Context: an optimization exercise on an open-source flow, tuned for small area, a short achievable clock period and few clock cycles per item. The choices shown serve that exercise and are no tape-out recipe. RTL that was checked went through simulation tests only; none was proved equivalent to the original. For runs 3 and 4, only the layout was checked, not whether the RTL still works. Power and IR drop assume default switching activity.

==> design/flow/flow/run.sh <==
#!/bin/bash
# Standard ORFS layout (the standard.sh) with two changes: repair_timing aims at a setup
# margin of 11 ns under the design's SDC, and the port buffers are buf_2 cells.
bash standard.sh SETUP_SLACK_MARGIN=11 "BUFFER_PORTS_ARGS=-buffer_cell sky130_fd_sc_hd__buf_2" finish > standard.log 2>&1
==> design/flow/standard.sh <==
#!/bin/bash
# synth_recipe.tcl (not shown) runs the flow's synth.tcl, then flattens the netlist and writes it again
# the make line also repeats each setting of config.mk as NAME=value (left out here)
make -C /OpenROAD-flow-scripts/flow DESIGN_CONFIG=/design/flow/config.mk WORK_HOME=/design/flow/orfs CLKGATE_MAP_FILE= SYNTH_SCRIPT=/design/flow/synth_recipe.tcl "${@:-finish}"
==> design/flow/config.mk <==
export PLATFORM = sky130hd
export DESIGN_NAME = mapu_nxn
export DESIGN_NICKNAME = mapu_nxn
export VERILOG_FILES = /design/flow/design.v
export SDC_FILE = /design/flow/constraint.sdc
export NUM_CORES = 4
export LEC_CHECK = 0
export CAP_MARGIN = 20
export CORE_MARGIN = 2
export CORE_UTILIZATION = 40
export SLEW_MARGIN = 20
==> design/flow/constraint.sdc <==
create_clock -name core_clock -period 16.0 [get_ports {clk}]
set_input_delay 3.2000 -clock core_clock [delete_from_list [all_inputs] [get_ports {clk}]]
set_output_delay 3.2000 -clock core_clock [all_outputs]
set_load 0.01 [all_outputs]
==> design/flow/design.v <==
package mapu_nxn_pkg;
  localparam logic [1:0] OP_ENC_ADD       = 2'd0;
  localparam logic [1:0] OP_ENC_SUB       = 2'd1;
  localparam logic [1:0] OP_ENC_MUL       = 2'd2;
  localparam logic [1:0] OP_ENC_TRANSPOSE = 2'd3;
  typedef enum logic [1:0] {
    OP_ADD       = OP_ENC_ADD,
    OP_SUB       = OP_ENC_SUB,
    OP_MUL       = OP_ENC_MUL,
    OP_TRANSPOSE = OP_ENC_TRANSPOSE
  } mapu_op_e;
endpackage
import mapu_nxn_pkg::*;
module mapu_nxn_mac_lane (
  input  logic [15:0] a,
  input  logic [15:0] b,
  input  logic [15:0] acc,
  input  logic        cin,
  output logic [15:0] sum,
  output logic        carry,
  output logic        h
);
  logic [15:0] pp [16];
  logic [15:0] bo;
  logic [15:0] x, y;
  logic        cout;
  always_comb begin
    for (int i = 0; i < 16; i++)
      for (int j = 0; j < 16; j++)
        pp[i][j] = a[i] & b[j];
  end
  always_comb begin
    bo[15] = b[15];
    for (int m = 14; m >= 0; m--) bo[m] = bo[m+1] | b[m];
  end
  always_comb begin
    h = 1'b0;
    for (int i = 1; i < 16; i++) h = h | (a[i] & bo[16-i]);
  end
  logic hs1;
  logic hc2;
  logic fs3;
  logic fc4;
  logic hs5;
  logic hc6;
  logic fs7;
  logic fc8;
  logic fs9;
  logic fc10;
  logic hs11;
  logic hc12;
  logic fs13;
  logic fc14;
  logic fs15;
  logic fc16;
  logic fs17;
  logic fc18;
  logic hs19;
  logic hc20;
  logic hs21;
  logic hc22;
  logic fs23;
  logic fc24;
  logic hs25;
  logic hc26;
  logic fs27;
  logic fc28;
  logic fs29;
  logic fc30;
  logic hs31;
  logic hc32;
  logic fs33;
  logic fc34;
  logic fs35;
  logic fc36;
  logic fs37;
  logic fc38;
  logic hs39;
  logic hc40;
  logic fs41;
  logic fc42;
  logic fs43;
  logic fc44;
  logic fs45;
  logic fc46;
  logic fs47;
  logic fc48;
  logic fs49;
  logic fc50;
  logic fs51;
  logic fc52;
  logic fs53;
  logic fc54;
  logic fs55;
  logic fc56;
  logic fs57;
  logic fc58;
  logic fs59;
  logic fc60;
  logic fs61;
  logic fc62;
  logic fs63;
  logic fc64;
  logic fs65;
  logic fc66;
  logic fs67;
  logic fc68;
  logic fs69;
  logic fc70;
  logic fs71;
  logic fc72;
  logic hs73;
  logic hc74;
  logic fs75;
  logic fc76;
  logic hs77;
  logic hc78;
  logic fs79;
  logic fc80;
  logic fs81;
  logic fc82;
  logic hs83;
  logic hc84;
  logic fs85;
  logic fc86;
  logic fs87;
  logic fc88;
  logic fs89;
  logic fc90;
  logic fs91;
  logic fc92;
  logic fs93;
  logic fc94;
  logic fs95;
  logic fc96;
  logic fs97;
  logic fc98;
  logic fs99;
  logic fc100;
  logic fs101;
  logic fc102;
  logic fs103;
  logic fc104;
  logic fs105;
  logic fc106;
  logic fs107;
  logic fc108;
  logic fs109;
  logic fc110;
  logic fs111;
  logic fc112;
  logic fs113;
  logic fc114;
  logic fs115;
  logic fc116;
  logic fs117;
  logic fc118;
  logic fs119;
  logic fc120;
  logic fs121;
  logic fc122;
  logic fs123;
  logic fc124;
  logic fs125;
  logic fc126;
  logic fs127;
  logic fc128;
  logic fs129;
  logic fc130;
  logic fs131;
  logic fc132;
  logic hs133;
  logic hc134;
  logic fs135;
  logic fc136;
  logic hs137;
  logic hc138;
  logic fs139;
  logic fc140;
  logic fs141;
  logic fc142;
  logic fs143;
  logic fc144;
  logic fs145;
  logic fc146;
  logic fs147;
  logic fc148;
  logic fs149;
  logic fc150;
  logic fs151;
  logic fc152;
  logic fs153;
  logic fc154;
  logic fs155;
  logic fc156;
  logic fs157;
  logic fc158;
  logic fs159;
  logic fc160;
  logic fs161;
  logic fc162;
  logic fs163;
  logic fc164;
  logic fs165;
  logic fc166;
  logic fs167;
  logic fc168;
  logic fs169;
  logic fc170;
  logic fs171;
  logic fc172;
  logic fs173;
  logic fc174;
  logic fs175;
  logic fc176;
  logic fs177;
  logic fc178;
  logic fs179;
  logic fc180;
  logic fs181;
  logic fc182;
  logic hs183;
  logic hc184;
  logic fs185;
  logic fc186;
  logic fs187;
  logic fc188;
  logic fs189;
  logic fc190;
  logic fs191;
  logic fc192;
  logic fs193;
  logic fc194;
  logic fs195;
  logic fc196;
  logic fs197;
  logic fc198;
  logic fs199;
  logic fc200;
  logic fs201;
  logic fc202;
  logic fs203;
  logic fc204;
  logic fs205;
  logic fc206;
  logic fs207;
  logic fc208;
  logic fs209;
  logic fc210;
  logic hs211;
  logic hc212;
  logic fs213;
  logic fc214;
  logic fs215;
  logic fc216;
  logic fs217;
  logic fc218;
  logic fs219;
  logic fc220;
  logic fs221;
  logic fc222;
  logic fs223;
  logic fc224;
  logic fs225;
  logic fc226;
  logic fs227;
  logic fc228;
  logic fs229;
  logic fc230;
  logic fs231;
  logic fc232;
  logic fs233;
  logic fc234;
  logic fs235;
  logic fc236;
  logic fs237;
  logic fc238;
  logic fs239;
  logic fc240;
  logic fs241;
  logic fc242;
  assign hs1 = pp[0][12] ^ pp[1][11];
  assign hc2 = pp[0][12] & pp[1][11];
  assign {fc4, fs3} = {1'b0, pp[0][13]} + {1'b0, pp[1][12]} + {1'b0, pp[2][11]};
  assign hs5 = pp[3][10] ^ pp[4][9];
  assign hc6 = pp[3][10] & pp[4][9];
  assign {fc8, fs7} = {1'b0, pp[0][14]} + {1'b0, pp[1][13]} + {1'b0, pp[2][12]};
  assign {fc10, fs9} = {1'b0, pp[3][11]} + {1'b0, pp[4][10]} + {1'b0, pp[5][9]};
  assign hs11 = pp[6][8] ^ pp[7][7];
  assign hc12 = pp[6][8] & pp[7][7];
  assign {fc14, fs13} = {1'b0, pp[0][15]} + {1'b0, pp[1][14]} + {1'b0, pp[2][13]};
  assign {fc16, fs15} = {1'b0, pp[3][12]} + {1'b0, pp[4][11]} + {1'b0, pp[5][10]};
  assign {fc18, fs17} = {1'b0, pp[6][9]} + {1'b0, pp[7][8]} + {1'b0, pp[8][7]};
  assign hs19 = pp[9][6] ^ pp[10][5];
  assign hc20 = pp[9][6] & pp[10][5];
  assign hs21 = pp[0][8] ^ pp[1][7];
  assign hc22 = pp[0][8] & pp[1][7];
  assign {fc24, fs23} = {1'b0, pp[0][9]} + {1'b0, pp[1][8]} + {1'b0, pp[2][7]};
  assign hs25 = pp[3][6] ^ pp[4][5];
  assign hc26 = pp[3][6] & pp[4][5];
  assign {fc28, fs27} = {1'b0, pp[0][10]} + {1'b0, pp[1][9]} + {1'b0, pp[2][8]};
  assign {fc30, fs29} = {1'b0, pp[3][7]} + {1'b0, pp[4][6]} + {1'b0, pp[5][5]};
  assign hs31 = pp[6][4] ^ pp[7][3];
  assign hc32 = pp[6][4] & pp[7][3];
  assign {fc34, fs33} = {1'b0, pp[0][11]} + {1'b0, pp[1][10]} + {1'b0, pp[2][9]};
  assign {fc36, fs35} = {1'b0, pp[3][8]} + {1'b0, pp[4][7]} + {1'b0, pp[5][6]};
  assign {fc38, fs37} = {1'b0, pp[6][5]} + {1'b0, pp[7][4]} + {1'b0, pp[8][3]};
  assign hs39 = pp[9][2] ^ pp[10][1];
  assign hc40 = pp[9][2] & pp[10][1];
  assign {fc42, fs41} = {1'b0, hs1} + {1'b0, pp[2][10]} + {1'b0, pp[3][9]};
  assign {fc44, fs43} = {1'b0, pp[4][8]} + {1'b0, pp[5][7]} + {1'b0, pp[6][6]};
  assign {fc46, fs45} = {1'b0, pp[7][5]} + {1'b0, pp[8][4]} + {1'b0, pp[9][3]};
  assign {fc48, fs47} = {1'b0, pp[10][2]} + {1'b0, pp[11][1]} + {1'b0, pp[12][0]};
  assign {fc50, fs49} = {1'b0, hc2} + {1'b0, fs3} + {1'b0, hs5};
  assign {fc52, fs51} = {1'b0, pp[5][8]} + {1'b0, pp[6][7]} + {1'b0, pp[7][6]};
  assign {fc54, fs53} = {1'b0, pp[8][5]} + {1'b0, pp[9][4]} + {1'b0, pp[10][3]};
  assign {fc56, fs55} = {1'b0, pp[11][2]} + {1'b0, pp[12][1]} + {1'b0, pp[13][0]};
  assign {fc58, fs57} = {1'b0, fc4} + {1'b0, hc6} + {1'b0, fs7};
  assign {fc60, fs59} = {1'b0, fs9} + {1'b0, hs11} + {1'b0, pp[8][6]};
  assign {fc62, fs61} = {1'b0, pp[9][5]} + {1'b0, pp[10][4]} + {1'b0, pp[11][3]};
  assign {fc64, fs63} = {1'b0, pp[12][2]} + {1'b0, pp[13][1]} + {1'b0, pp[14][0]};
  assign {fc66, fs65} = {1'b0, fc8} + {1'b0, fc10} + {1'b0, hc12};
  assign {fc68, fs67} = {1'b0, fs13} + {1'b0, fs15} + {1'b0, fs17};
  assign {fc70, fs69} = {1'b0, hs19} + {1'b0, pp[11][4]} + {1'b0, pp[12][3]};
  assign {fc72, fs71} = {1'b0, pp[13][2]} + {1'b0, pp[14][1]} + {1'b0, pp[15][0]};
  assign hs73 = pp[0][5] ^ pp[1][4];
  assign hc74 = pp[0][5] & pp[1][4];
  assign {fc76, fs75} = {1'b0, pp[0][6]} + {1'b0, pp[1][5]} + {1'b0, pp[2][4]};
  assign hs77 = pp[3][3] ^ pp[4][2];
  assign hc78 = pp[3][3] & pp[4][2];
  assign {fc80, fs79} = {1'b0, pp[0][7]} + {1'b0, pp[1][6]} + {1'b0, pp[2][5]};
  assign {fc82, fs81} = {1'b0, pp[3][4]} + {1'b0, pp[4][3]} + {1'b0, pp[5][2]};
  assign hs83 = pp[6][1] ^ pp[7][0];
  assign hc84 = pp[6][1] & pp[7][0];
  assign {fc86, fs85} = {1'b0, hs21} + {1'b0, pp[2][6]} + {1'b0, pp[3][5]};
  assign {fc88, fs87} = {1'b0, pp[4][4]} + {1'b0, pp[5][3]} + {1'b0, pp[6][2]};
  assign {fc90, fs89} = {1'b0, pp[7][1]} + {1'b0, pp[8][0]} + {1'b0, acc[8]};
  assign {fc92, fs91} = {1'b0, hc22} + {1'b0, fs23} + {1'b0, hs25};
  assign {fc94, fs93} = {1'b0, pp[5][4]} + {1'b0, pp[6][3]} + {1'b0, pp[7][2]};
  assign {fc96, fs95} = {1'b0, pp[8][1]} + {1'b0, pp[9][0]} + {1'b0, acc[9]};
  assign {fc98, fs97} = {1'b0, fc24} + {1'b0, hc26} + {1'b0, fs27};
  assign {fc100, fs99} = {1'b0, fs29} + {1'b0, hs31} + {1'b0, pp[8][2]};
  assign {fc102, fs101} = {1'b0, pp[9][1]} + {1'b0, pp[10][0]} + {1'b0, acc[10]};
  assign {fc104, fs103} = {1'b0, fc28} + {1'b0, fc30} + {1'b0, hc32};
  assign {fc106, fs105} = {1'b0, fs33} + {1'b0, fs35} + {1'b0, fs37};
  assign {fc108, fs107} = {1'b0, hs39} + {1'b0, pp[11][0]} + {1'b0, acc[11]};
  assign {fc110, fs109} = {1'b0, fc34} + {1'b0, fc36} + {1'b0, fc38};
  assign {fc112, fs111} = {1'b0, hc40} + {1'b0, fs41} + {1'b0, fs43};
  assign {fc114, fs113} = {1'b0, fs45} + {1'b0, fs47} + {1'b0, acc[12]};
  assign {fc116, fs115} = {1'b0, fc42} + {1'b0, fc44} + {1'b0, fc46};
  assign {fc118, fs117} = {1'b0, fc48} + {1'b0, fs49} + {1'b0, fs51};
  assign {fc120, fs119} = {1'b0, fs53} + {1'b0, fs55} + {1'b0, acc[13]};
  assign {fc122, fs121} = {1'b0, fc50} + {1'b0, fc52} + {1'b0, fc54};
  assign {fc124, fs123} = {1'b0, fc56} + {1'b0, fs57} + {1'b0, fs59};
  assign {fc126, fs125} = {1'b0, fs61} + {1'b0, fs63} + {1'b0, acc[14]};
  assign {fc128, fs127} = {1'b0, fc58} + {1'b0, fc60} + {1'b0, fc62};
  assign {fc130, fs129} = {1'b0, fc64} + {1'b0, fs65} + {1'b0, fs67};
  assign {fc132, fs131} = {1'b0, fs69} + {1'b0, fs71} + {1'b0, acc[15]};
  assign hs133 = pp[0][3] ^ pp[1][2];
  assign hc134 = pp[0][3] & pp[1][2];
  assign {fc136, fs135} = {1'b0, pp[0][4]} + {1'b0, pp[1][3]} + {1'b0, pp[2][2]};
  assign hs137 = pp[3][1] ^ pp[4][0];
  assign hc138 = pp[3][1] & pp[4][0];
  assign {fc140, fs139} = {1'b0, hs73} + {1'b0, pp[2][3]} + {1'b0, pp[3][2]};
  assign {fc142, fs141} = {1'b0, pp[4][1]} + {1'b0, pp[5][0]} + {1'b0, acc[5]};
  assign {fc144, fs143} = {1'b0, hc74} + {1'b0, fs75} + {1'b0, hs77};
  assign {fc146, fs145} = {1'b0, pp[5][1]} + {1'b0, pp[6][0]} + {1'b0, acc[6]};
  assign {fc148, fs147} = {1'b0, fc76} + {1'b0, hc78} + {1'b0, fs79};
  assign {fc150, fs149} = {1'b0, fs81} + {1'b0, hs83} + {1'b0, acc[7]};
  assign {fc152, fs151} = {1'b0, fc80} + {1'b0, fc82} + {1'b0, hc84};
  assign {fc154, fs153} = {1'b0, fs85} + {1'b0, fs87} + {1'b0, fs89};
  assign {fc156, fs155} = {1'b0, fc86} + {1'b0, fc88} + {1'b0, fc90};
  assign {fc158, fs157} = {1'b0, fs91} + {1'b0, fs93} + {1'b0, fs95};
  assign {fc160, fs159} = {1'b0, fc92} + {1'b0, fc94} + {1'b0, fc96};
  assign {fc162, fs161} = {1'b0, fs97} + {1'b0, fs99} + {1'b0, fs101};
  assign {fc164, fs163} = {1'b0, fc98} + {1'b0, fc100} + {1'b0, fc102};
  assign {fc166, fs165} = {1'b0, fs103} + {1'b0, fs105} + {1'b0, fs107};
  assign {fc168, fs167} = {1'b0, fc104} + {1'b0, fc106} + {1'b0, fc108};
  assign {fc170, fs169} = {1'b0, fs109} + {1'b0, fs111} + {1'b0, fs113};
  assign {fc172, fs171} = {1'b0, fc110} + {1'b0, fc112} + {1'b0, fc114};
  assign {fc174, fs173} = {1'b0, fs115} + {1'b0, fs117} + {1'b0, fs119};
  assign {fc176, fs175} = {1'b0, fc116} + {1'b0, fc118} + {1'b0, fc120};
  assign {fc178, fs177} = {1'b0, fs121} + {1'b0, fs123} + {1'b0, fs125};
  assign {fc180, fs179} = {1'b0, fc122} + {1'b0, fc124} + {1'b0, fc126};
  assign {fc182, fs181} = {1'b0, fs127} + {1'b0, fs129} + {1'b0, fs131};
  assign hs183 = pp[0][2] ^ pp[1][1];
  assign hc184 = pp[0][2] & pp[1][1];
  assign {fc186, fs185} = {1'b0, hs133} + {1'b0, pp[2][1]} + {1'b0, pp[3][0]};
  assign {fc188, fs187} = {1'b0, hc134} + {1'b0, fs135} + {1'b0, hs137};
  assign {fc190, fs189} = {1'b0, fc136} + {1'b0, hc138} + {1'b0, fs139};
  assign {fc192, fs191} = {1'b0, fc140} + {1'b0, fc142} + {1'b0, fs143};
  assign {fc194, fs193} = {1'b0, fc144} + {1'b0, fc146} + {1'b0, fs147};
  assign {fc196, fs195} = {1'b0, fc148} + {1'b0, fc150} + {1'b0, fs151};
  assign {fc198, fs197} = {1'b0, fc152} + {1'b0, fc154} + {1'b0, fs155};
  assign {fc200, fs199} = {1'b0, fc156} + {1'b0, fc158} + {1'b0, fs159};
  assign {fc202, fs201} = {1'b0, fc160} + {1'b0, fc162} + {1'b0, fs163};
  assign {fc204, fs203} = {1'b0, fc164} + {1'b0, fc166} + {1'b0, fs167};
  assign {fc206, fs205} = {1'b0, fc168} + {1'b0, fc170} + {1'b0, fs171};
  assign {fc208, fs207} = {1'b0, fc172} + {1'b0, fc174} + {1'b0, fs175};
  assign {fc210, fs209} = {1'b0, fc176} + {1'b0, fc178} + {1'b0, fs179};
  assign hs211 = pp[0][0] ^ acc[0];
  assign hc212 = pp[0][0] & acc[0];
  assign {fc214, fs213} = {1'b0, pp[0][1]} + {1'b0, pp[1][0]} + {1'b0, acc[1]};
  assign {fc216, fs215} = {1'b0, hs183} + {1'b0, pp[2][0]} + {1'b0, acc[2]};
  assign {fc218, fs217} = {1'b0, hc184} + {1'b0, fs185} + {1'b0, acc[3]};
  assign {fc220, fs219} = {1'b0, fc186} + {1'b0, fs187} + {1'b0, acc[4]};
  assign {fc222, fs221} = {1'b0, fc188} + {1'b0, fs189} + {1'b0, fs141};
  assign {fc224, fs223} = {1'b0, fc190} + {1'b0, fs191} + {1'b0, fs145};
  assign {fc226, fs225} = {1'b0, fc192} + {1'b0, fs193} + {1'b0, fs149};
  assign {fc228, fs227} = {1'b0, fc194} + {1'b0, fs195} + {1'b0, fs153};
  assign {fc230, fs229} = {1'b0, fc196} + {1'b0, fs197} + {1'b0, fs157};
  assign {fc232, fs231} = {1'b0, fc198} + {1'b0, fs199} + {1'b0, fs161};
  assign {fc234, fs233} = {1'b0, fc200} + {1'b0, fs201} + {1'b0, fs165};
  assign {fc236, fs235} = {1'b0, fc202} + {1'b0, fs203} + {1'b0, fs169};
  assign {fc238, fs237} = {1'b0, fc204} + {1'b0, fs205} + {1'b0, fs173};
  assign {fc240, fs239} = {1'b0, fc206} + {1'b0, fs207} + {1'b0, fs177};
  assign {fc242, fs241} = {1'b0, fc208} + {1'b0, fs209} + {1'b0, fs181};
  assign x = {fc240, fc238, fc236, fc234, fc232, fc230, fc228, fc226, fc224, fc222, fc220, fc218, fc216, fc214, hc212, hs211};
  assign y = {fs241, fs239, fs237, fs235, fs233, fs231, fs229, fs227, fs225, fs223, fs221, fs219, fs217, fs215, fs213, cin};
  assign {cout, sum} = {1'b0, x} + {1'b0, y};
  assign carry = cout | fc14 | fc16 | fc18 | hc20 | fc66 | fc68 | fc70 | fc72 | fc128 | fc130 | fc132 | fc180 | fc182 | fc210 | fc242;
endmodule
module mapu_nxn_row_unit
#(
  parameter int DATA_WIDTH = 16,
  parameter int N          = 4,
  parameter int SATURATE   = 0
) (
  input  logic                      mul,
  input  logic                      sub,
  input  logic [DATA_WIDTH-1:0]     a,
  input  logic [N*DATA_WIDTH-1:0]   b_row,
  input  logic [N*DATA_WIDTH-1:0]   acc_row,
  output logic [N*DATA_WIDTH-1:0]   res_row,
  output logic                      of
);
  localparam int DW = DATA_WIDTH;
  logic [N-1:0] carry, h, lane_of;
  for (genvar c = 0; c < N; c++) begin : g_lane
    mapu_nxn_mac_lane u_lane (
      .a     (a),
      .b     (b_row[c*DW +: DW]),
      .acc   (acc_row[c*DW +: DW]),
      .cin   (sub),
      .sum   (res_row[c*DW +: DW]),
      .carry (carry[c]),
      .h     (h[c])
    );
    assign lane_of[c] = sub ? ~carry[c] : (carry[c] | h[c]);
  end
  assign of = |lane_of;
endmodule
import mapu_nxn_pkg::*;
module mapu_nxn
#(
  parameter int DATA_WIDTH = 16,
  parameter int N          = 4,
  parameter int SATURATE   = 0
) (
  input  logic                     clk,
  input  logic                     reset_n,
  input  logic                     i_en,
  input  logic [1:0]               i_op,
  output logic                     o_of,
  input  logic                     i_vld,
  output logic                     o_rdy,
  input  logic [N*DATA_WIDTH-1:0]  i_row,
  output logic                     o_vld,
  input  logic                     i_rdy,
  output logic [N*DATA_WIDTH-1:0]  o_row
);
  localparam int DW = DATA_WIDTH;
  localparam int RW = N * DW;
  localparam int IW = $clog2(N);
  localparam logic [IW-1:0] LAST = IW'(N - 1);
  logic [RW-1:0] a_q [N];
  logic [RW-1:0] c_q [N];
  logic [RW-1:0] r_q;
  logic [DW-1:0] ae_q;        
  logic          selc_q;      
  logic          sela_q;      
  logic          sub_q;       
  logic          of_q;
  logic [IW:0]   in_cnt_q, in_cnt_d;    
  logic [1:0]    in_op_q, in_op_d;
  logic          r_vld_q, r_vld_d;
  logic [IW-1:0] r_k_q, r_k_d;
  logic [1:0]    r_op_q, r_op_d;
  logic [IW-1:0] pass_q, pass_d;        
  logic          t_pend_q, t_pend_d;    
  logic          c_own_q, c_own_d;      
  logic          c_vld_q, c_vld_d;      
  logic [IW-1:0] out_q, out_d;
  logic          rdy_q, rdy_d;
  logic in_a, take, deliver, c_free, step, copy, r_mul, r_last, op_done, a_shift;
  logic [RW-1:0] a_head_d;
  logic [RW-1:0] acc_row;
  logic [RW-1:0] alu_row;
  logic          alu_of;
  assign in_a    = ~in_cnt_q[IW];
  assign r_mul   = (r_op_q == OP_ENC_MUL);
  assign r_last  = ~r_mul | (pass_q == LAST);
  assign take    = i_en & i_vld & rdy_q;
  assign deliver = i_en & c_vld_q & i_rdy;
  assign c_free  = ~c_vld_q | (deliver & (out_q == LAST));
  assign step    = r_vld_q & (c_own_q | c_free);
  assign copy    = t_pend_q & c_free;
  assign op_done = step & r_last & (r_k_q == LAST);
  assign a_shift = (take & in_a) | step;
  always_comb begin
    in_cnt_d = in_cnt_q;
    in_op_d  = in_op_q;
    r_vld_d  = r_vld_q;
    r_k_d    = r_k_q;
    r_op_d   = r_op_q;
    pass_d   = pass_q;
    t_pend_d = t_pend_q;
    c_own_d  = c_own_q;
    c_vld_d  = c_vld_q;
    out_d    = out_q;
    if (deliver) begin
      out_d = out_q + 1'b1;
      if (out_q == LAST) c_vld_d = 1'b0;
    end
    if (step) begin
      c_own_d = ~op_done;
      pass_d  = r_mul ? pass_q + 1'b1 : '0;
      if (r_last) r_vld_d = 1'b0;
      if (op_done) begin
        c_vld_d = 1'b1;
        out_d   = '0;
      end
    end
    if (copy) begin
      t_pend_d = 1'b0;
      c_vld_d  = 1'b1;
      out_d    = '0;
    end
    if (take) begin
      if (in_cnt_q == '0) in_op_d = i_op;
      if (in_a) begin
        if (in_cnt_q == (IW+1)'(N - 1) && in_op_q == OP_ENC_TRANSPOSE) begin
          in_cnt_d = '0;
          t_pend_d = 1'b1;
        end else begin
          in_cnt_d = in_cnt_q + 1'b1;
        end
      end else begin
        in_cnt_d = in_cnt_q + 1'b1;
        r_vld_d  = 1'b1;
        r_k_d    = in_cnt_q[IW-1:0];
        r_op_d   = in_op_q;
        pass_d   = '0;
      end
    end
    if (!i_en) begin
      in_cnt_d = '0;
      r_vld_d  = 1'b0;
      pass_d   = '0;
      t_pend_d = 1'b0;
      c_own_d  = 1'b0;
      c_vld_d  = 1'b0;
      out_d    = '0;
    end
    if (~in_cnt_d[IW])
      rdy_d = ~t_pend_d & (~r_vld_d | (c_own_d & (r_op_d != OP_ENC_MUL || pass_d == LAST)));
    else
      rdy_d = ~r_vld_d | ((r_op_d != OP_ENC_MUL || pass_d == LAST) & (c_own_d | ~c_vld_d));
  end
  assign a_head_d = a_shift ? a_q[1] : a_q[0];
  assign acc_row  = ({RW{selc_q}} & c_q[0]) | ({RW{sela_q}} & a_q[0]);
  mapu_nxn_row_unit #(
    .DATA_WIDTH (DATA_WIDTH),
    .N          (N),
    .SATURATE   (SATURATE)
  ) u_row_unit (
    .mul     (r_mul),
    .sub     (sub_q),
    .a       (ae_q),
    .b_row   (r_q),
    .acc_row (acc_row),
    .res_row (alu_row),
    .of      (alu_of)
  );
  always_ff @(posedge clk) begin
    if (a_shift) begin
      for (int j = 0; j < N - 1; j++) a_q[j] <= a_q[j+1];
      a_q[N-1] <= (take & in_a) ? i_row : a_q[0];
    end
    if (take & ~in_a) r_q <= (in_op_q == OP_ENC_SUB) ? ~i_row : i_row;
    ae_q   <= (r_op_d == OP_ENC_MUL) ? a_head_d[r_k_d*DW +: DW] : DW'(1);
    selc_q <= (r_op_d == OP_ENC_MUL) & (r_k_d != '0);
    sela_q <= (r_op_d != OP_ENC_MUL);
    sub_q  <= (r_op_d == OP_ENC_SUB);
    if (copy) begin
      for (int j = 0; j < N; j++)
        for (int c = 0; c < N; c++)
          c_q[j][c*DW +: DW] <= a_q[c][j*DW +: DW];
      of_q <= 1'b0;
    end else begin
      if (step | deliver) begin
        for (int j = 0; j < N - 1; j++) c_q[j] <= c_q[j+1];
        c_q[N-1] <= alu_row;
      end
      if (step) of_q <= ((r_k_q == '0) & (pass_q == '0) ? 1'b0 : of_q) | alu_of;
    end
  end
  always_ff @(posedge clk or negedge reset_n) begin
    if (!reset_n) begin
      in_cnt_q <= '0;
      in_op_q  <= OP_ENC_ADD;
      r_vld_q  <= 1'b0;
      r_k_q    <= '0;
      r_op_q   <= OP_ENC_ADD;
      pass_q   <= '0;
      t_pend_q <= 1'b0;
      c_own_q  <= 1'b0;
      c_vld_q  <= 1'b0;
      out_q    <= '0;
      rdy_q    <= 1'b1;
    end else begin
      in_cnt_q <= in_cnt_d;
      in_op_q  <= in_op_d;
      r_vld_q  <= r_vld_d;
      r_k_q    <= r_k_d;
      r_op_q   <= r_op_d;
      pass_q   <= pass_d;
      t_pend_q <= t_pend_d;
      c_own_q  <= c_own_d;
      c_vld_q  <= c_vld_d;
      out_q    <= out_d;
      rdy_q    <= rdy_d;
    end
  end
  assign o_rdy = rdy_q;
  assign o_vld = c_vld_q;
  assign o_row = c_q[0];
  assign o_of  = of_q;
endmodule
==> results by group, run 1 <==
Finish
  – Storage element area: 17540 um^2
  – Share of post-route cells with drive strength above 1: 17.64%
  – Fillcell total: just over 9000
  – P&R area growth vs syn: 17.50%
  – Final std cells w/o fill: approximately 5500
  – Multi-input gate area: 22670 um^2
  – Nets@finish: 4680

Clock tree
  – CTS Buf Count: 68
  – CTS Buffer Depth: 3
  – Clock transition at path regs: 0.06 ns
  – TritonCTS clock tree: done
  – CTS Root Cell: clkbuf_16
  – H-tree levels: 3
  – CTS Sinks: 614
  – Clock latency (worst-skew pair): between 0.6 and 0.7 ns
  – CTS Hold Bufs: 0

Critical path
  – R2R depth: 17
  – Slowest CP cell: or4_4
  – WP data required: 16.54 ns
  – CP startpoint: ae_q[0]
  – RR Startpoint: ae_q[0]
  – Most frequent cell on the critical path: fa_1
  – Worst reg2reg setup slack: 10.56 ns
  – CP top delay family: adder cells
  – Critical path endpoint: of_q
  – Crit Path Class: flop to flop
  – Levels on crit path: 17
  – Worst-path cell chain: buf_4 -> buf_12 -> and2_1 -> fa_1 -> fa_1 -> inv_1 -> fa_1 -> fa_1 -> fa_1 -> inv_1 -> ha_2 -> and3_1 -> a211oi_4 -> o31ai_4 -> a21oi_2 -> or4_4 -> o21a_1
  – Critical path launch point type: flop
  – Arr. time, crit path: 5.98 ns
  – Crit path largest cell delay: approximately 0.54 ns
  – Crit. End Element: flop
  – Buffers and inverters on the worst path: 4
  – Critical path fanouts, max: 11
  – Worst r2r dst: of_q

Floorplanning
  – # IOs: 138
  – FP Rows: 117
  – Die Y: around 320 um
  – Die Area: 105100 um^2
  – Die Span X: 324.3 um
  – Initial core utilization: 40.33%
  – Core area: 101700 um^2

Yosys
  – Ys flop type: edfxtp_1
  – Async SR Flop Fraction: about 2.9%
  – EDFF count, synth: just over 500
  – Post-synth net total: approximately 4500
  – Post-Syn Instances: 3853
  – Cell variety after synth: 77
  – Post-synth top area cell: edfxtp_1
  – Ranking of synthesized cells by area: edfxtp_1 (37%), fa_1 (21%), nand2_1 (11%), and2_1 (4.2%), dfxtp_1 (4.1%)
  – Sequential share of the synthesized area: 42.67%
  – Top-area cell type share of the netlist area: between 30 and 40%
  – Synthesized flop and latch total: between 600 and 700
  – Synth Cell Area: 41030 um^2
  – Mean post-synth cell area: ~11 um^2
  – Yosys warns: 5

STA
  – Fmax achieved: 183.7 MHz
  – Final setup violation count: 0
  – Worst-Margin Slew: around 1.1 ns
  – Hold Vio Cnt, Final: 0
  – Max-Slew Margin vs Limit: 28.01%
  – Final Skew: roughly 0.044 ns
  – Final hold slack: 0.4381 ns
  – RSZ-0062 raised after global routing: true
  – Setup TNS: 0 ns
  – Slew Viols, Final: 0
  – Post-layout minimum cycle time: 5.445 ns
  – Period utilization: between 30% and 40%

Placed design
  – Placed Instances: 5200
  – Port bufs: 137
  – Gpl congestion: roughly 0.9
  – HPWL Detailed: 101500 um

Global route
  – Vias in the first global route: 29838
  – Overall Global Routing Usage: 28.48%
  – Largest net degree at the start of global routing: 83
  – First-pass GRT wire length: 211600 um
  – Initial antenna violation count: 14
  – Global route overflow: 0

Route
  – Drt pass-1 iters: 6
  – DR vias: 30596
  – # DRC: 0
  – Antenna Nets Post-Route: 0
  – Final wirelength: 150100 um
  – Post-DR wirelength/cell: 27.40 um
  – DRT iter0 DRCs: 3972
  – Via/cell ratio: 5.585

Status
  – Status: timing/DRC/antenna clean

Power and ir drop
  – Peak supply drop: 84.35 uV
  – PwrDens: 126.7 nW/um^2
  – Leakage Power: between 15 and 20 nW

Min path
  – HP Class: flop to flop

Job
  – Max_cap viols: 0
stage by stage:
step	total power, mW	setup WS (ns)	area (um^2)	utilization (%)
2_1_floorplan	3.373	9.263	41270	-
3_3_place_gp	3.970	9.168	43210	42.47
3_5_place_dp	3.995	9.055	43240	42.50
4_1_cts	5.775	10.61	47260	46.45
5_1_grt	6.385	10.48	48190	47.37
6_report	6.109	10.56	48210	47.38
metal layers:
metal / vias to the layer above / global-route usage (%) / wire length, um
li1: 12925 / - / -
met1: 15450 / 40.76 / 60740
met2: 1902 / 40.97 / 63610
met3: 319 / 7.627 / 18770
met4: 0 / 11.41 / 6965
met5: - / 0 / 0
power by group:
part / leakage (nW) / switching [mW] / total (mW) / internal [mW]
Sequential: 5.63 / 0.0822 / 1.96 / 1.88
Combinational: 12.2 / 1.45 / 2.58 / 1.12
Clock: 1.04 / 0.699 / 1.57 / 0.871
Total: 18.8 / 2.23 / 6.11 / 3.87
synthesized netlist by cell type (11+ instances only):
library cell	n
edfxtp_1	512
dfrtp_1	17
mux2_2	85
a22oi_1	41
clkbuf_1	188
xnor2_1	91
fa_1	428
nand2_1	1149
inv_1	336
a211oi_1	11
nor4_1	16
o21ai_0	35
a22o_1	24
and2_1	278
nor2_1	70
xor2_1	19
a21o_1	17
ha_1	130
a21oi_1	81
nor3_1	15
o211ai_1	20
and3_1	15
nand3_1	23
dfxtp_1	84
nand2b_1	24
cell families (layout without fill, tap and decap cells):
logic type / after synthesis / count (layout) / share of synthesized area (%)
flip-flops: 614 / 614 / 42.67
XOR/XNOR: 110 / 110 / 2.348
other: 0 / 5 / 0
AO/OA/AOI/OAI: 297 / 297 / 4.922
adder cells (fa/ha/maj): 558 / 558 / 24.85
multiplexers: 87 / 87 / 2.382
buffers and inverters: 540 / 784 / 4.995
AND/OR/NAND/NOR: 1647 / 1655 / 17.83
placed cells by master (no fill, tap or decap), drive strengths merged, types with 6 or more instances in the layout:
master,instances
a211oi,11
a21o,18
a21oi,82
a22o,24
a22oi,41
a31oi,9
and2,281
and3,15
buf,313
bufbuf,6
clkbuf,94
clkinv,26
dfrtp,17
dfxtp,84
edfxtp,512
fa,428
ha,130
inv,337
mux2,85
nand2,1152
nand2b,26
nand3,26
nand4,9
nor2,71
nor2b,6
nor3,16
nor3b,6
nor4,21
o211ai,20
o21a,6
o21ai,40
o21bai,7
o31ai,11
xnor2,91
xor2,19
worst min path at each step:
stage	start	end	slack, ns	cells after the start
floorplan	a_q[3][56]	a_q[2][56]	0.42	0
global placement	a_q[2][17]	a_q[1][17]	0.43	0
detailed placement	a_q[2][49]	a_q[1][49]	0.43	0
CTS	a_q[3][48]	a_q[2][48]	0.43	0
global route	a_q[3][48]	a_q[2][48]	0.45	0
finish	a_q[3][48]	a_q[2][48]	0.44	0
cell type report:
class	count	share of cell area [%]
Timing Repair Buffer	323	5.892
Inverter	337	2.640
Clock buffer	90	3.831
Tap cell	1368	3.551
Antenna cell	5	0.02596
Sequential cell	614	36.39
Clock inverter	34	0.6489
Multi-Input combinational cell	2707	47.02
what timing repair did:
action                     in CTS  in global routing
gates cloned                   16                  4
gates resized for setup       143                127
pin swaps                      68                 92
setup endpoints to repair     597                232
buffers inserted               94                 35
registers in the layout, summed over array words and instances, names as in the netlist:
| register | count |
|---|---|
| c_q | 256 |
| r_k_q | 2 |
| c_own_q | 1 |
| ae_q | 16 |
| r_vld_q | 1 |
| r_q | 64 |
| of_q | 1 |
| t_pend_q | 1 |
| selc_q | 1 |
| sub_q | 1 |
| c_vld_q | 1 |
| pass_q | 2 |
| in_cnt_q | 3 |
| a_q | 256 |
| r_op_q | 2 |
| out_q | 2 |
| in_op_q | 2 |
| sela_q | 1 |
| rdy_q | 1 |
Testbench counts, summed over its fixed seeds: cycles 4,129, ops 384.
==> run 2, diff against run 1 <==
==> design/flow/flow/run.sh (replaced) <==
#!/bin/bash
# Standard ORFS layout (the standard.sh); repair_timing aims at a setup margin of 11 ns
# under the design's SDC.
bash standard.sh SETUP_SLACK_MARGIN=11 finish > standard.log 2>&1
==> run 2 against run 1 <==
Against the previous run: cell area is 2.9% higher; via count is 1.3% higher; synthesized cell count stayed put; core utilization is 1.4 points higher; final cell count is 0.99% higher; critical path depth is 1 higher; flip-flop and latch count stayed put; die area stayed put.
==> results by group, run 2 <==
Status
  – Status: timing/DRC/antenna clean

Route
  – Antenna Nets Post-Route: 0
  – Drt pass-1 iters: 6
  – Post-DR wirelength/cell: 27.83 um
  – DR vias: slightly above 30000
  – Final wirelength: 154000 um
  – # DRC: 0
  – Via/cell ratio: 5.603
  – DRT iter0 DRCs: 4069

Yosys
  – Ranking of synthesized cells by area: edfxtp_1 (37%), fa_1 (21%), nand2_1 (11%), and2_1 (4.2%), dfxtp_1 (4.1%)
  – Mean post-synth cell area: 10.65 um^2
  – Async SR Flop Fraction: 2.932%
  – Synthesized flop and latch total: 614
  – Post-Syn Instances: between 3000 and 4000
  – Most instantiated cells after synthesis: nand2_1 (1149), edfxtp_1 (512), fa_1 (428)
  – Count leader, synth: nand2_1
  – Ys flop type: edfxtp_1
  – EDFF count, synth: 512
  – Yosys warns: 5
  – Synth Cell Area: 41030 um^2
  – Top-area cell type share of the netlist area: 37.47%
  – Cell variety after synth: between 70 and 80
  – Sequential share of the synthesized area: a little over two fifths
  – Post-synth net total: 4482
  – Post-synth top area cell: edfxtp_1

STA
  – RSZ-0062 raised after global routing: true
  – Final Skew: 0.03065 ns
  – Period utilization: 33.71%
  – Post-layout minimum cycle time: 5.394 ns
  – Setup TNS: 0 ns
  – Hold Vio Cnt, Final: 0
  – Final setup violation count: 0
  – Max-Slew Margin vs Limit: around 23%
  – Post-route setup slack: 10.61 ns
  – Worst-Margin Slew: 1.151 ns
  – Fmax achieved: 185.4 MHz
  – Slew Viols, Final: 0

Critical path
  – Worst reg2reg setup slack: 10.61 ns
  – Most frequent cell on the critical path: fa_1
  – Worst r2r dst: of_q
  – Crit Path Class: flop to flop
  – Crit. End Element: flop
  – WP data required: 16.54 ns
  – Worst-path cell chain: buf_4 -> buf_12 -> and2_4 -> fa_1 -> inv_1 -> fa_1 -> fa_1 -> fa_1 -> inv_1 -> ha_4 -> nand3_2 -> a21o_1 -> a31oi_4 -> a211oi_4 -> o31ai_4 -> a21oi_4 -> or4_4 -> o21a_1
  – RR Startpoint: ae_q[0]
  – Arr. time, crit path: 5.93 ns
  – Critical path launch point type: flop
  – Slowest CP cell: fa_1
  – Critical path fanouts, max: 12
  – Crit path largest cell delay: 0.54 ns
  – R2R depth: 18

Placed design
  – Gpl congestion: 0.8998
  – Port bufs: 137
  – Pre-CTS setup slack: 8.071 ns
  – HPWL Detailed: 101800 um
  – Placed inst area: 43880 um^2

Floorplanning
  – Initial core utilization: 40.33%
  – # IOs: 138
  – FP Rows: ~120
  – Die Y: 324.3 um
  – Core area: ~100000 um^2
  – Die Area: 105100 um^2
  – Die Span X: 324.3 um

Finish
  – Largest registers: a_q (256), c_q (256), r_q (64)
  – Nets@finish: 4733
  – Fillcell total: 9255
  – Most common cell after layout, fill and taps aside: nand2_1
  – Share of post-route cells with drive strength above 1: between 10% and 20%
  – Post-route cell area: a little under 50000 um^2
  – Commonest non-fill, non-tap cells in the layout: nand2_1 (1143), edfxtp_1 (512), fa_1 (396)
  – P&R area growth vs syn: 20.92%

Power and ir drop
  – Clk pwr share: a little over a quarter
  – P_int: 3.957 mW
  – Overall Power: roughly 6.2 mW
  – PwrDens: ~130 nW/um^2
  – Register share of total power: 31.7%
  – Switch Pwr: 2.246 mW
  – Peak supply drop: 82.58 uV
  – Combinational power share: 41.7%
  – Switch share: between 30% and 40%
  – Leakage Power: ~19 nW

Job
  – Max_cap viols: 0

Min path
  – Hold path endpoint: a_q[2][57]
  – Worst Hold Launch: a_q[3][57]
  – HP Class: flop to flop
  – Min-Delay Path Depth: 0

Global route
  – Largest net degree at the start of global routing: between 90 and 100
  – Initial antenna violation count: 4
  – Vias in the first global route: 30495
  – First-pass GRT wire length: 217200 um
  – Overall Global Routing Usage: 29.29%
  – Global route overflow: 0

Clock tree
  – TritonCTS clock tree: done
  – CTS Sinks: just over 600
  – Clock latency (worst-skew pair): 0.65 ns
  – CTS Root Cell: clkbuf_16
  – CTS Buffer Depth: 3
  – CTS Hold Bufs: 0
  – CTS Buf Count: 67
  – H-tree levels: 3
  – Clock transition at path regs: 0.07 ns
==> run 2: final cells by class <==
cell class | instances | area, um^2 | area share [%]
multi-input combinational | 2711 | 22660 | 45.68
clock buffer | 87 | 1896 | 3.821
timing repair buffer | 373 | 4114 | 8.293
inverter | 337 | 1270 | 2.560
clock inverter | 37 | 401.6 | 0.8096
tap | 1368 | 1712 | 3.450
sequential | 614 | 17540 | 35.36
antenna | 5 | 12.51 | 0.02522
==> run 2: timing repair <==
item,CTS,global route
gates cloned,27,3
endpoints found under the setup margin,849,119
pin swaps,58,88
setup buffers,132,43
gates resized for setup,168,104
==> run 2: cell families after synthesis <==
| group | after synthesis | share of synthesized area (%) |
|---|---|---|
| xor gates and xnor gates | 110 | 2.348 |
| DFF | 614 | 42.67 |
| buffers and inverters | 540 | 4.995 |
| adders and majority gates | 558 | 24.85 |
| and+or+nand+nor | 1647 | 17.83 |
| AOI/OAI and AO/OA | 297 | 4.922 |
| muxes | 87 | 2.382 |
==> run 2: worst max-delay path: cells and delay by family, from the launching register on <==
kind	cells	cell delay, ns
AO/OA/AOI/OAI	6	1.30
AND/OR/NAND/NOR	3	0.77
adder cells (fa/ha/maj)	5	2.35
buffers and inverters	4	0.44
flip-flops	1	0.42
==> run 2: metrics by stage <==
stage	instances	utilization, %	hold slack (ns)
detailed placement	5198	43.13	0.4320
finish	5532	48.76	0.4431
global placement	5198	43.13	0.4289
global route	5528	48.75	0.4507
floorplan	3853	-	0.4222
CTS	5481	47.91	0.4431
==> run 2: worst max path at each step <==
stage / from / end / cells past startpoint
2_1_floorplan: i_en / c_q[0][0] / 7
3_3_place_gp: i_en / ae_q[5] / 9
3_5_place_dp: i_en / ae_q[7] / 9
4_1_cts: ae_q[0] / of_q / 17
5_1_grt: ae_q[2] / of_q / 18
6_report: ae_q[0] / of_q / 18
==> run 2: per-layer routing <==
layer  vias up  track usage [%]  share of wire [%]  wire [um]
met2      1998            42.69                 43      66320
met1     15639            41.40                 40      61190
met3       342            7.048                 12      18780
met4         2            13.13                5.0       7657
li1      13016                -                  -          -
met5         -                0             0.0071         11
==> run 2: power groups by stage <==
stage	Combinational, mW	Clock, mW	Sequential, mW
4_1_cts	2.33	1.65	1.96
3_3_place_gp	2.00	0	2.00
3_5_place_dp	2.03	0	2.00
6_report	2.59	1.65	1.97
2_1_floorplan	1.43	0	1.95
5_1_grt	2.80	1.71	1.97
==> run 3, diff against run 2 <==
--- a/design/flow/design.v
+++ b/design/flow/design.v
@@ -432,10 +432,10 @@
   input  logic [N*DATA_WIDTH-1:0]   b_row,
   input  logic [N*DATA_WIDTH-1:0]   acc_row,
   output logic [N*DATA_WIDTH-1:0]   res_row,
-  output logic                      of
+  output logic [N-1:0]              lane_of
 );
   localparam int DW = DATA_WIDTH;
-  logic [N-1:0] carry, h, lane_of;
+  logic [N-1:0] carry, h;
   for (genvar c = 0; c < N; c++) begin : g_lane
     mapu_nxn_mac_lane u_lane (
       .a     (a),
@@ -446,9 +446,8 @@
       .carry (carry[c]),
       .h     (h[c])
     );
-    assign lane_of[c] = sub ? ~carry[c] : (carry[c] | h[c]);
+    assign lane_of[c] = (carry[c] ^ sub) | h[c];
   end
-  assign of = |lane_of;
 endmodule
 import mapu_nxn_pkg::*;
 module mapu_nxn
@@ -480,7 +479,7 @@
   logic          selc_q;      
   logic          sela_q;      
   logic          sub_q;       
-  logic          of_q;
+  logic [N-1:0]  of_q;        
   logic [IW:0]   in_cnt_q, in_cnt_d;    
   logic [1:0]    in_op_q, in_op_d;
   logic          r_vld_q, r_vld_d;
@@ -493,10 +492,11 @@
   logic [IW-1:0] out_q, out_d;
   logic          rdy_q, rdy_d;
   logic in_a, take, deliver, c_free, step, copy, r_mul, r_last, op_done, a_shift;
+  logic take_dp, shift_dp, c_free_dp, step_dp, copy_dp;
   logic [RW-1:0] a_head_d;
   logic [RW-1:0] acc_row;
   logic [RW-1:0] alu_row;
-  logic          alu_of;
+  logic [N-1:0]  alu_of;
   assign in_a    = ~in_cnt_q[IW];
   assign r_mul   = (r_op_q == OP_ENC_MUL);
   assign r_last  = ~r_mul | (pass_q == LAST);
@@ -507,6 +507,11 @@
   assign copy    = t_pend_q & c_free;
   assign op_done = step & r_last & (r_k_q == LAST);
   assign a_shift = (take & in_a) | step;
+  assign take_dp   = i_vld & rdy_q;
+  assign shift_dp  = c_vld_q & i_rdy;
+  assign c_free_dp = ~c_vld_q | (i_rdy & (out_q == LAST));
+  assign step_dp   = r_vld_q & (c_own_q | c_free_dp);
+  assign copy_dp   = t_pend_q & c_free_dp;
   always_comb begin
     in_cnt_d = in_cnt_q;
     in_op_d  = in_op_q;
@@ -580,29 +585,29 @@
     .b_row   (r_q),
     .acc_row (acc_row),
     .res_row (alu_row),
-    .of      (alu_of)
+    .lane_of (alu_of)
   );
   always_ff @(posedge clk) begin
-    if (a_shift) begin
+    if ((take_dp & in_a) | step_dp) begin
       for (int j = 0; j < N - 1; j++) a_q[j] <= a_q[j+1];
-      a_q[N-1] <= (take & in_a) ? i_row : a_q[0];
+      a_q[N-1] <= (take_dp & in_a) ? i_row : a_q[0];
     end
-    if (take & ~in_a) r_q <= (in_op_q == OP_ENC_SUB) ? ~i_row : i_row;
+    if (take_dp & ~in_a) r_q <= (in_op_q == OP_ENC_SUB) ? ~i_row : i_row;
     ae_q   <= (r_op_d == OP_ENC_MUL) ? a_head_d[r_k_d*DW +: DW] : DW'(1);
     selc_q <= (r_op_d == OP_ENC_MUL) & (r_k_d != '0);
     sela_q <= (r_op_d != OP_ENC_MUL);
     sub_q  <= (r_op_d == OP_ENC_SUB);
-    if (copy) begin
+    if (copy_dp) begin
       for (int j = 0; j < N; j++)
         for (int c = 0; c < N; c++)
           c_q[j][c*DW +: DW] <= a_q[c][j*DW +: DW];
-      of_q <= 1'b0;
+      of_q <= '0;
     end else begin
-      if (step | deliver) begin
+      if (step_dp | shift_dp) begin
         for (int j = 0; j < N - 1; j++) c_q[j] <= c_q[j+1];
         c_q[N-1] <= alu_row;
       end
-      if (step) of_q <= ((r_k_q == '0) & (pass_q == '0) ? 1'b0 : of_q) | alu_of;
+      if (step_dp) of_q <= ((r_k_q == '0) & (pass_q == '0) ? '0 : of_q) | alu_of;
     end
   end
   always_ff @(posedge clk or negedge reset_n) begin
@@ -635,5 +640,5 @@
   assign o_rdy = rdy_q;
   assign o_vld = c_vld_q;
   assign o_row = c_q[0];
-  assign o_of  = of_q;
+  assign o_of  = |of_q;
 endmodule
==> design/flow/flow/run.sh (replaced) <==
#!/bin/bash
# Standard ORFS layout (the standard.sh) with two changes: repair_timing aims at a setup
# margin of 11 ns under the design's SDC, and the port buffers are buf_2 cells.
bash standard.sh SETUP_SLACK_MARGIN=11 "BUFFER_PORTS_ARGS=-buffer_cell sky130_fd_sc_hd__buf_2" finish > standard.log 2>&1
==> run 3 against run 2 <==
Against the previous run: still clean on timing, DRC and antenna; flip-flop and latch count increased by 3; non-clock buffer count fell by 54; worst hold slack is essentially flat; via count fell by 0.75%; area after synthesis increased by 1.8%; count of clock-buffer cells in the layout is 5 higher; critical path type unchanged; critical endpoint is now c_q[3][47]; largest cell class unchanged; largest power group unchanged; highest routed layer unchanged.
==> results by group, run 3 <==
Yosys
  – Post-synth top area cell: edfxtp_1
  – Cell variety after synth: 75
  – Sequential share of the synthesized area: ~44%
  – Count leader, synth: nand2_1
  – Post-Syn Instances: 3872
  – EDFF count, synth: 576
  – Yosys warns: 5
  – Post-synth net total: 4501
  – Async SR Flop Fraction: 2.917%
  – Top-area cell type share of the netlist area: about two fifths
  – Synthesized flop and latch total: 617
  – Ys flop type: edfxtp_1
  – Synth Cell Area: 41780 um^2
  – Mean post-synth cell area: 10.79 um^2
  – Most instantiated cells after synthesis: nand2_1 (1158), edfxtp_1 (576), fa_1 (428)
  – Ranking of synthesized cells by area: edfxtp_1 (41%), fa_1 (21%), nand2_1 (10%), and2_1 (4.1%), ha_1 (3.9%)

Global route
  – Global route overflow: 0
  – Initial antenna violation count: 5
  – Met3 usage: 6.340%
  – Overall Global Routing Usage: 26.73%
  – Largest net degree at the start of global routing: 185
  – Met2 GRT Util: between 30% and 40%
  – GRT met1 Usage: 36.87%
  – Top Usage Layer GRT: met2
  – First-pass GRT wire length: 208400 um
  – Vias in the first global route: 30473

Clock tree
  – CTS Sinks: slightly above 600
  – CTS Buffer Depth: 3
  – CTS Hold Bufs: 0
  – Clock latency (worst-skew pair): 0.64 ns
  – H-tree levels: 3
  – Clock transition at path regs: 0.06 ns
  – TritonCTS clock tree: done
  – CTS Buf Count: 69
  – CTS Root Cell: clkbuf_16

STA
  – Final hold slack: between 0.4 and 0.5 ns
  – Max-Slew Margin vs Limit: around a third
  – Final setup violation count: 0
  – Post-route setup slack: 10.71 ns
  – Fmax achieved: 189.2 MHz
  – Final Skew: approximately 0.044 ns
  – Hold Vio Cnt, Final: 0
  – Setup TNS: 0 ns
  – Period utilization: 33.03%
  – Worst-Margin Slew: ~1 ns
  – Slew Viols, Final: 0
  – Post-layout minimum cycle time: 5.285 ns
  – RSZ-0062 raised after global routing: true

Critical path
  – Most frequent cell on the critical path: fa_2
  – RR Startpoint: ae_q[0]
  – Worst reg2reg setup slack: 10.71 ns
  – Critical path launch point type: flop
  – WP data required: 16.37 ns
  – Slowest CP cell: fa_2
  – Worst-path cell chain: buf_6 -> buf_12 -> buf_4 -> and2_4 -> fa_2 -> inv_1 -> fa_2 -> fa_2 -> fa_2 -> fa_1 -> inv_2 -> ha_4 -> nand3_2 -> or2_4 -> o211ai_1 -> a31oi_2 -> xor2_2 -> o21ai_1
  – Worst r2r dst: c_q[3][47]
  – Arr. time, crit path: 5.66 ns
  – Crit path largest cell delay: 0.55 ns
  – Crit Path Class: flop to flop
  – R2R depth: 18
  – Crit. End Element: flop
  – Critical path fanouts, max: 5

Floorplanning
  – FP Rows: around 120
  – Die Area: 107000 um^2
  – Initial core utilization: 40.36%
  – Die Y: 327.2 um
  – # IOs: 138
  – Core area: 103500 um^2
  – Die Span X: 327.2 um

Route
  – Drt pass-1 iters: 8
  – DRT iter0 DRCs: 3669
  – # DRC: 0
  – Post-DR wirelength/cell: roughly 26 um
  – Final wirelength: 145000 um
  – Antenna Nets Post-Route: 0
  – DR vias: 30765
  – Via/cell ratio: around 5.6

Power and ir drop
  – Register share of total power: 23.9%
  – Clk pwr share: roughly 18%
  – Switch Pwr: 3.735 mW
  – Switch share: 41.85%
  – Combinational power share: 57.8%
  – Overall Power: 8.925 mW
  – Leakage Power: 19.08 nW
  – Peak supply drop: 157.2 uV
  – P_int: ~5.2 mW
  – PwrDens: 181.7 nW/um^2

Finish
  – Nets@finish: between 4000 and 5000
  – Commonest non-fill, non-tap cells in the layout: nand2_1 (1151), edfxtp_1 (576), fa_1 (380)
  – Multi-input gate area: roughly 23000 um^2
  – Final Util: a little under half
  – Share of post-route cells with drive strength above 1: about 17%
  – Storage element area: ~18000 um^2
  – P&R area growth vs syn: 17.58%
  – Most common cell after layout, fill and taps aside: nand2_1
  – Fillcell total: 9425
  – Largest registers: a_q (256), c_q (256), r_q (64)

Min path
  – Min-Delay Path Depth: 0
  – Worst Hold Launch: a_q[3][52]
  – Hold path endpoint: a_q[2][52]
  – HP Class: flop to flop

Job
  – Max_cap viols: 0

Placed design
  – Gpl congestion: about 0.95
  – HPWL Detailed: 95230 um
  – Pre-CTS setup slack: 9.597 ns
  – Port bufs: 137

Status
  – Status: timing/DRC/antenna clean
## run 3: cell type report
type                            count  area share, %
Antenna cell                        2        0.01019
Clock buffer                       92          3.923
Clock inverter                     34         0.7183
Inverter                          342          2.613
Multi-Input combinational cell   2707          46.22
Sequential cell                   617          37.14
Tap cell                         1380          3.515
Timing Repair Buffer              319          5.861
## run 3: worst max path at each step
stage                 endpoint  cells past startpoint    start
floorplan            c_q[0][0]                      2  c_vld_q
global placement    c_q[3][37]                      8    i_rdy
detailed placement  c_q[3][36]                      8    i_rdy
CTS                    of_q[0]                     19  ae_q[3]
global route           of_q[3]                     21  ae_q[0]
finish              c_q[3][47]                     18  ae_q[0]
## run 3: worst max-delay path, delay by kind of cell (launching register included)
kind            cells  cell delay (ns)
buf+inv             5             0.52
compound gates      3             0.65
flops               1             0.40
xor+xnor            1             0.26
fa+ha+maj           6             2.67
simple gates        3             0.49
## run 3: repair_timing
| item | in CTS | in global routing |
|---|---|---|
| setup buffers | 90 | 36 |
| cloned | 11 | 4 |
| pin swaps | 90 | 115 |
| resized for setup | 212 | 138 |
| endpoints found under the setup margin | 459 | 109 |
## run 3: kinds of logic (layout without fill, tap and decap cells)
kind of cell    count (synthesis)  after routing  synth area share (%)
xor+xnor                      111            111                 2.327
mux                            56             56                 1.815
compound gates                362            362                 5.778
simple gates                 1620           1620                 16.96
buf+inv                       548            787                 5.131
flops                         617            617                 43.59
fa+ha+maj                     558            558                 24.40
other cells                     0              2                     0
## run 3: power by group through the flow
stage	clock network [mW]	logic [mW]	registers (mW)
final	1.63	5.16	2.13
after global routing	1.71	5.58	2.14
after CTS	1.65	4.55	2.13
after detailed placement	0	3.81	2.18
after global placement	0	3.79	2.18
after floorplan	0	2.70	2.11
## run 3: per-layer routing
metal	wire length (um)	vias to the layer above	part of all wire, %
met2	63380	1774	44
met4	8367	4	5.8
met3	16260	315	11
met1	56920	15608	39
li1	-	13064	-
met5	28	-	0.019
## run 3: per-stage QoR
| stage | area (um^2) | instances |
|---|---|---|
| 2_1_floorplan | 41960 | 3872 |
| 3_3_place_gp | 43830 | 5224 |
| 3_5_place_dp | 43830 | 5224 |
| 4_1_cts | 48190 | 5451 |
| 5_1_grt | 49110 | 5491 |
| 6_report | 49120 | 5493 |
==> run 4, diff against run 3 <==
--- a/design/flow/config.mk
+++ b/design/flow/config.mk
@@ -7,5 +7,5 @@
 export LEC_CHECK = 0
 export CAP_MARGIN = 20
 export CORE_MARGIN = 2
-export CORE_UTILIZATION = 40
+export CORE_UTILIZATION = 60
 export SLEW_MARGIN = 20
==> run 4 against run 3 <==
Against the previous run: die area down 33%; sequential power about the same; sequential share of layout area up 0.37 points; combinational power down 2%; area after synthesis unchanged; non-clock buffer count up 6; final cell count down 8.0%; synthesized cell count unchanged; clock skew down 0.016 ns; worst hold slack better by 0.0038 ns; flip-flop and latch count unchanged.
==> results by group, run 4 <==
Finish
  – Largest registers: a_q (256), c_q (256), r_q (64)
  – Commonest non-fill, non-tap cells in the layout: nand2_1 (1153), edfxtp_1 (576), fa_1 (378)
  – Share of post-route cells with drive strength above 1: roughly 16%
  – Nets@finish: approximately 4700
  – P&R area growth vs syn: 16.47%
  – Fillcell total: roughly 5100
  – Most common cell after layout, fill and taps aside: nand2_1

Clock tree
  – Clock latency (worst-skew pair): 0.63 ns
  – TritonCTS clock tree: done
  – Clock transition at path regs: 0.06 ns
  – H-tree levels: 3
  – CTS Sinks: 617
  – CTS Buf Count: 67
  – CTS Root Cell: clkbuf_16
  – CTS Buffer Depth: 3

Global route
  – Overall Global Routing Usage: 43.28%
  – Vias in the first global route: 31743
  – Global route overflow: 0
  – Initial antenna violation count: 12
  – First-pass GRT wire length: 217800 um
  – Largest net degree at the start of global routing: approximately 100

Floorplanning
  – Die Span X: 267.9 um
  – # IOs: 138
  – Die Y: roughly 270 um
  – Core area: 68710 um^2
  – FP Rows: 96
  – Initial core utilization: 60.80%
  – Die Area: 71750 um^2

Yosys
  – Post-synth net total: 4501
  – Ys flop type: edfxtp_1
  – Top-area cell type share of the netlist area: 41.40%
  – Count leader, synth: nand2_1
  – Ranking of synthesized cells by area: edfxtp_1 (41%), fa_1 (21%), nand2_1 (10%), and2_1 (4.1%), ha_1 (3.9%)
  – Most instantiated cells after synthesis: nand2_1 (1158), edfxtp_1 (576), fa_1 (428)
  – Mean post-synth cell area: 10.79 um^2
  – Synth Cell Area: 41780 um^2
  – Post-synth top area cell: edfxtp_1
  – Async SR Flop Fraction: 2.917%
  – Cell variety after synth: 75
  – EDFF count, synth: roughly 580
  – Synthesized flop and latch total: 617
  – Yosys warns: 5
  – Post-Syn Instances: 3872
  – Sequential share of the synthesized area: 43.59%

Route
  – Via/cell ratio: 6.363
  – Final wirelength: 155800 um
  – # DRC: 0
  – Drt pass-1 iters: 6
  – DR vias: 32147
  – Post-DR wirelength/cell: 30.83 um
  – Antenna Nets Post-Route: 0
  – DRT iter0 DRCs: 3971

Power and ir drop
  – PwrDens: ~180 nW/um^2
  – Leakage Power: 19.11 nW
  – Peak supply drop: 166.7 uV

Min path
  – Min-Delay Path Depth: 0
  – HP Class: flop to flop
  – Worst Hold Launch: a_q[2][48]
  – Hold path endpoint: a_q[1][48]

Critical path
  – Crit Path Class: flop to flop
  – Arr. time, crit path: ~5.7 ns
  – Critical path fanouts, max: 7
  – WP data required: 16.49 ns
  – Crit. End Element: flop
  – Worst r2r dst: of_q[0]
  – R2R depth: 20
  – RR Startpoint: ae_q[0]
  – Critical path launch point type: flop
  – Worst reg2reg setup slack: around 11 ns

STA
  – Post-layout minimum cycle time: roughly 5.2 ns
  – Final Skew: 0.02752 ns
  – Hold Vio Cnt, Final: 0
  – Setup TNS: 0 ns
  – Period utilization: 32.46%
  – Post-route setup slack: 10.81 ns
  – Max-Slew Margin vs Limit: 30.34%
  – Fmax achieved: 192.5 MHz
  – Slew Viols, Final: 0
  – Final hold slack: 0.4468 ns
  – RSZ-0062 raised after global routing: true
  – Final setup violation count: 0
  – Worst-Margin Slew: roughly 1.0 ns

Placed design
  – Port bufs: 137
  – Pre-CTS setup slack: 9.325 ns
  – Gpl congestion: roughly 0.96
  – HPWL Detailed: 98910 um

Status
  – Status: timing/DRC/antenna clean

Job
  – Max_cap viols: 0
## run 4: cell counts after synthesis
Identical to the previous run, type by type.
## run 4: area by class of cell
cell class	count	area, um^2	area share (%)
tap	931	1165	2.394
clock buffer	81	1749	3.595
inverter	342	1284	2.638
multi-input combinational	2710	22550	46.35
antenna	4	10.01	0.02057
timing repair buffer	325	3153	6.480
clock inverter	42	488.0	1.003
sequential	617	18250	37.51
## run 4: worst max-delay path by stage
stage	startpoint	endpoint	slack [ns]	cells after the start
floorplan	c_vld_q	c_q[0][0]	2.54	2
detailed placement	i_rdy	c_q[1][16]	9.32	8
CTS	ae_q[0]	of_q[0]	10.87	20
finish	ae_q[0]	of_q[0]	10.81	20
global route	ae_q[0]	of_q[0]	10.65	20
global placement	i_rdy	c_q[0][3]	9.34	8
## run 4: cells by family (layout without fill, tap and decap cells)
group	Yosys count	count (layout)	share of synthesized area, %
xor gates and xnor gates	111	111	2.327
AOI/OAI and AO/OA	362	362	5.778
buffers and inverters	548	790	5.131
DFF	617	617	43.59
and+or+nand+nor	1620	1623	16.96
muxes	56	56	1.815
adders and majority gates	558	558	24.40
other	0	4	0
## run 4: what timing repair did
action	4_1_cts	5_1_grt
pin swaps	90	92
cloned	17	7
gates resized for setup	195	142
buffers inserted	81	46
setup endpoints to repair	476	167
hold buffers	0	0
## run 4: metrics by stage
step                area, um^2  cells  total power, mW  util (%)
floorplan                41960   3872            4.810         -
global placement         43230   4774            5.909     62.92
detailed placement       43250   4774            5.986     62.95
CTS                      47520   4995            8.120     69.16
global route             48650   5048            9.241     70.80
finish                   48660   5052            8.818     70.82
## run 4: metal layers
metal,track usage [%],part of all wire [%],up-vias
met3,11.78,13,574
met5,0,0.078,-
met4,26.23,8.2,16
li1,-,-,13088
met2,65.07,44,2317
met1,56.58,35,16152
## run 4: critical path, stage by stage, from the launching register on
cell and delay [ns]:
dfxtp_4 0.41, buf_12 0.18, and2_1 0.16, fa_2 0.56
inv_1 0.05, fa_2 0.35, fa_2 0.39, inv_2 0.06
fa_1 0.42, fa_1 0.53, inv_1 0.05, fa_1 0.51
inv_2 0.06, ha_4 0.16, nor4b_4 0.19, nand4_1 0.14
a211oi_2 0.28, o2bb2ai_2 0.09, a211oi_2 0.14, and4_1 0.21
a31oi_1 0.10
## run 4: where the power goes
part	total [mW]	switching [mW]	internal, mW	leakage, nW
registers	2.15	0.117	2.04	5.83
clock network	1.63	0.705	0.922	1.08
logic	5.04	2.91	2.13	12.2

[static timing again, ports no longer ideal]
In the flow no input, the clock included, has a driving cell. The finished layouts below were timed again as built, in two steps.
Step 1, drivers: a clkbuf_16 drives clk and a buf_2 each remaining input, both assumed.
Step 2 also shifts input and output timing later by t, the mid clock arrival at the registers, as if the neighbouring blocks saw the same clock.
a / b / c = no drivers / after step 1 / after step 2; a / b = the first two.
run | shift t [ns] | slack for setup (ns) | worst setup path at the end | clock arrival spread, ns | cell pins on the clock port's net
run 1 | 0.696 | 10.555 / 10.555 / 10.272 | input to register | 0.045 / 0.045 | 1
run 2 | 0.701 | 10.606 / 10.606 / 10.020 | input to register | 0.034 / 0.033 | 1
run 3 | 0.692 | 10.715 / 10.715 / 10.288 | input to register | 0.050 / 0.050 | 1
run 4 | 0.684 | 10.806 / 10.806 / 10.216 | input to register | 0.028 / 0.028 | 1
After both steps every run listed still meets setup and hold. The setup slack of run 4, which loses most, moves by 0.000 ns with the drivers and by -0.590 ns with both steps.
